Source: an optimization exercise on an open RTL-to-GDS flow (aim: small area, a short achievable clock period and few clock cycles per item). Production flows keep margins and buffers that such runs may drop.
No activity file was given, so power comes from the tool's default toggle rates.

// wb_stage_top
module wb_stage_top (
    input  logic        clk_i,
    input  logic        rst_n_i,
    input  logic        in_req_i,
    input  logic [31:0] in_pc_i,
    input  logic [31:0] in_instr_i,
    input  logic [31:0] in_alu_result_i,
    input  logic [31:0] in_store_data_i,
    input  logic        in_rf_we_i,
    input  logic        in_mem_en_i,
    input  logic        in_mem_rw_i,
    input  logic [1:0]  in_csr_cmd_i,
    input  logic [1:0]  in_sel_wb_i,
    input  logic        in_ecall_break_i,
    input  logic        in_ex_exception_i,
    input  logic [3:0]  in_ex_xcause_i,
    input  logic [31:0] in_ex_mtval_i,
    output logic        in_ack_o,
    output logic        commit_rf_we_o,
    output logic [4:0]  commit_rd_o,
    output logic [31:0] commit_wdata_o,
    output logic        commit_exception_o,
    output logic [3:0]  commit_xcause_o,
    output logic [31:0] commit_mtval_o,
    output logic        commit_redirect_o,
    output logic [31:0] commit_redirect_pc_o,
    output logic [31:0] dbus_adr_o,
    output logic [31:0] dbus_dat_o,
    output logic [3:0]  dbus_sel_o,
    output logic        dbus_cyc_o,
    output logic        dbus_stb_o,
    output logic        dbus_we_o,
    input  logic [31:0] dbus_dat_i,
    input  logic        dbus_ack_i,
    input  logic        dbus_err_i
);
Size: about 1300 cells after synthesis, about 160 flip-flops, about 0.012 mm^2 of cells after synthesis.
export LEC_CHECK = 0
export CAP_MARGIN = 20
export CORE_MARGIN = 2
export CORE_UTILIZATION = 55
export CTS_BUF_LIST = sky130_fd_sc_hd__clkbuf_4 sky130_fd_sc_hd__clkbuf_8
export PLACE_DENSITY = 0.7
export SETUP_SLACK_MARGIN = 1.8
export SLEW_MARGIN = 20
create_clock -name core_clock -period 4.5 [get_ports {clk_i}]
standard.sh (not shown) runs the stock make flow with config.mk's settings and CLKGATE_MAP_FILE= SYNTH_SCRIPT=/design/flow/synth_recipe.tcl, a recipe that flattens the netlist after the stock synthesis.
==> flow/flow/run.sh <==
#!/bin/bash
# Standard layout, with plain buffers on the ports instead of the delay buffers
# buffer_ports picks by default.
export BUFFER_PORTS_ARGS="-buffer_cell sky130_fd_sc_hd__buf_1"
bash standard.sh > standard.log 2>&1
The first run finished with timing, DRC and antenna clean.
Edit:
--- a/flow/design.v
+++ b/flow/design.v
@@ -103,53 +103,45 @@
     input  logic        trap_i,         
     input  logic [31:0] trap_pc_i,
     input  logic [3:0]  trap_cause_i,
     input  logic [3:0]  trap_mtval_sel_i,   
     input  logic [31:0] ex_mtval_i,
     input  logic [31:0] addr_val_i,
     input  logic [31:0] instr_i,
     input  logic        rd_en_i,        
-    input  logic        commit_i,       
-    input  logic        exc_i,          
     output logic [31:0] rdata_o,
     output logic        hit_o,
     output logic [31:0] mtvec_o,
     output logic [31:0] mepc_o,
     output logic [3:0]  mcause_o,
     output logic [31:0] mtval_o
 );
     logic [31:2] mtvec_q;
     logic [31:0] mscratch_q;
     logic [31:2] mepc_q;
     logic [3:0]  mcause_q;
     logic [31:0] mtval_q;
     logic        h_mtvec, h_mscratch, h_mepc, h_mcause, h_mtval;
     logic        c_wr, c_set, c_clr;
-    logic        s_mtvec, s_mscratch, s_mepc, s_mcause, s_mtval;
     assign mtvec_o    = {mtvec_q, 2'b00};
     assign mepc_o     = {mepc_q, 2'b00};
     assign mcause_o   = mcause_q;
     assign mtval_o    = mtval_q;
     assign h_mtvec    = addr_i == MTVEC;
     assign h_mscratch = addr_i == MSCRATCH;
     assign h_mepc     = addr_i == MEPC;
     assign h_mcause   = addr_i == MCAUSE;
     assign h_mtval    = addr_i == MTVAL;
     assign hit_o      = h_mtvec | h_mscratch | h_mepc | h_mcause | h_mtval;
-    assign s_mtvec    = commit_i ? exc_i  : rd_en_i && h_mtvec;
-    assign s_mepc     = commit_i ? !exc_i : rd_en_i && h_mepc;
-    assign s_mscratch = !commit_i && rd_en_i && h_mscratch;
-    assign s_mcause   = !commit_i && rd_en_i && h_mcause;
-    assign s_mtval    = !commit_i && rd_en_i && h_mtval;
-    assign rdata_o = ({32{s_mtvec}}    & mtvec_o)
-                   | ({32{s_mscratch}} & mscratch_q)
-                   | ({32{s_mepc}}     & mepc_o)
-                   | ({32{s_mcause}}   & {28'b0, mcause_q})
-                   | ({32{s_mtval}}    & mtval_q);
+    assign rdata_o = ({32{rd_en_i && h_mtvec}}    & mtvec_o)
+                   | ({32{rd_en_i && h_mscratch}} & mscratch_q)
+                   | ({32{rd_en_i && h_mepc}}     & mepc_o)
+                   | ({32{rd_en_i && h_mcause}}   & {28'b0, mcause_q})
+                   | ({32{rd_en_i && h_mtval}}    & mtval_q);
     assign c_wr  = wr_i && cmd_i == CSR_WRITE;
     assign c_set = wr_i && cmd_i == CSR_SET;
     assign c_clr = wr_i && cmd_i == CSR_CLEAR;
     function automatic logic [31:0] upd(input logic [31:0] q, input logic [31:0] w,
                                         input logic hit, input logic wr, input logic set,
                                         input logic clr);
         logic        k;
         logic        s;
@@ -358,44 +350,49 @@
         .trap_i       (fire && exception),
         .trap_pc_i    (in_pc_i),
         .trap_cause_i (xcause),
         .trap_mtval_sel_i (mtval_sel),
         .ex_mtval_i   (in_ex_mtval_i),
         .addr_val_i   (in_alu_result_i),
         .instr_i      (in_instr_i),
         .rd_en_i      (in_sel_wb_i == SEL_CSR),
-        .commit_i     (ack_q),
-        .exc_i        (exc_q),
         .rdata_o      (csr_rdata),
         .hit_o        (csr_hit),
         .mtvec_o      (mtvec),
         .mcause_o     (mcause),
         .mtval_o      (mtval_csr),
         .mepc_o       (mepc)
     );
     assign wb_wdata = ({32{in_sel_wb_i == SEL_ALU}} & in_alu_result_i)
                     | ({32{in_sel_wb_i == SEL_LSU}} & lsu_rdata)
                     | ({32{in_sel_wb_i == SEL_PC4}} & {in_pc_i[31:2] + 30'd1, in_pc_i[1:0]})
                     | csr_rdata;
     always_ff @(posedge clk_i) begin
         if (!ack_q) begin
-            exc_q       <= exception;
-            redirect_q  <= exception || mret;
-            wdata_q     <= wb_wdata;
+            wdata_q <= wb_wdata;
+        end
+    end
+    always_ff @(posedge clk_i or negedge rst_n_i) begin
+        if (!rst_n_i) begin
+            exc_q      <= 1'b0;
+            redirect_q <= 1'b0;
+        end else if (!ack_q) begin
+            exc_q      <= exception;
+            redirect_q <= exception || mret;
         end
     end
     assign commit_rf_we_o       = in_rf_we_i && !exc_q;
     assign commit_rd_o          = in_instr_i[11:7];
     assign commit_wdata_o       = wdata_q;
     assign commit_exception_o   = exc_q;
     assign commit_xcause_o      = mcause;
     assign commit_mtval_o       = mtval_csr;
     assign commit_redirect_o    = redirect_q;
-    assign commit_redirect_pc_o = csr_rdata;
+    assign commit_redirect_pc_o = exc_q ? mtvec : mepc;
 endmodule
 `timescale 1ns/10ps
 module wb_stage_top (
     input  logic        clk_i,
     input  logic        rst_n_i,
     input  logic        in_req_i,
     input  logic [31:0] in_pc_i,
     input  logic [31:0] in_instr_i,
Effect:
- die area goes up by 12%
- routed wire length goes up by 9.0%
- synthesized cell count goes up by 18%
- sequential power goes up by about 7%
- via count goes up by 9.9%
- fmax goes up by 22%
- register-to-register slack improves by 0.06 ns
- worst hold slack degrades by 0.024 ns
- clock-buffer cell count does not change
- final area goes up by 9.3%
No run of this note included a check of the RTL's function; only the layout flow was run.

static timing again, ports no longer ideal:
The results above use ideal ports. As a check the final layouts listed here were re-extracted and re-timed, cells and wires unchanged.
Step 1, drivers: a clkbuf_16 drives clk_i and a buf_2 each remaining input, both assumed.
Step 2 times the ports against the registers' clock, not the clock port: input delays grow and output delays shrink by t, the midpoint of the rising clock arrivals with the driver on.
a / b / c = ideal ports / drivers / drivers and shift; a / b = the first two.
run	shift t [ns]	setup WS [ns]	slew at the worst register clock pin (ns)
the first run	0.523	0.885 / 0.835 / 0.409	0.11 / 0.11
the second run	0.534	1.540 / 1.551 / 1.017	0.11 / 0.11
After both steps every run listed still meets setup and hold. For the second run, which loses most, drivers alone change the setup slack by +0.011 ns; drivers and shift together by -0.523 ns.
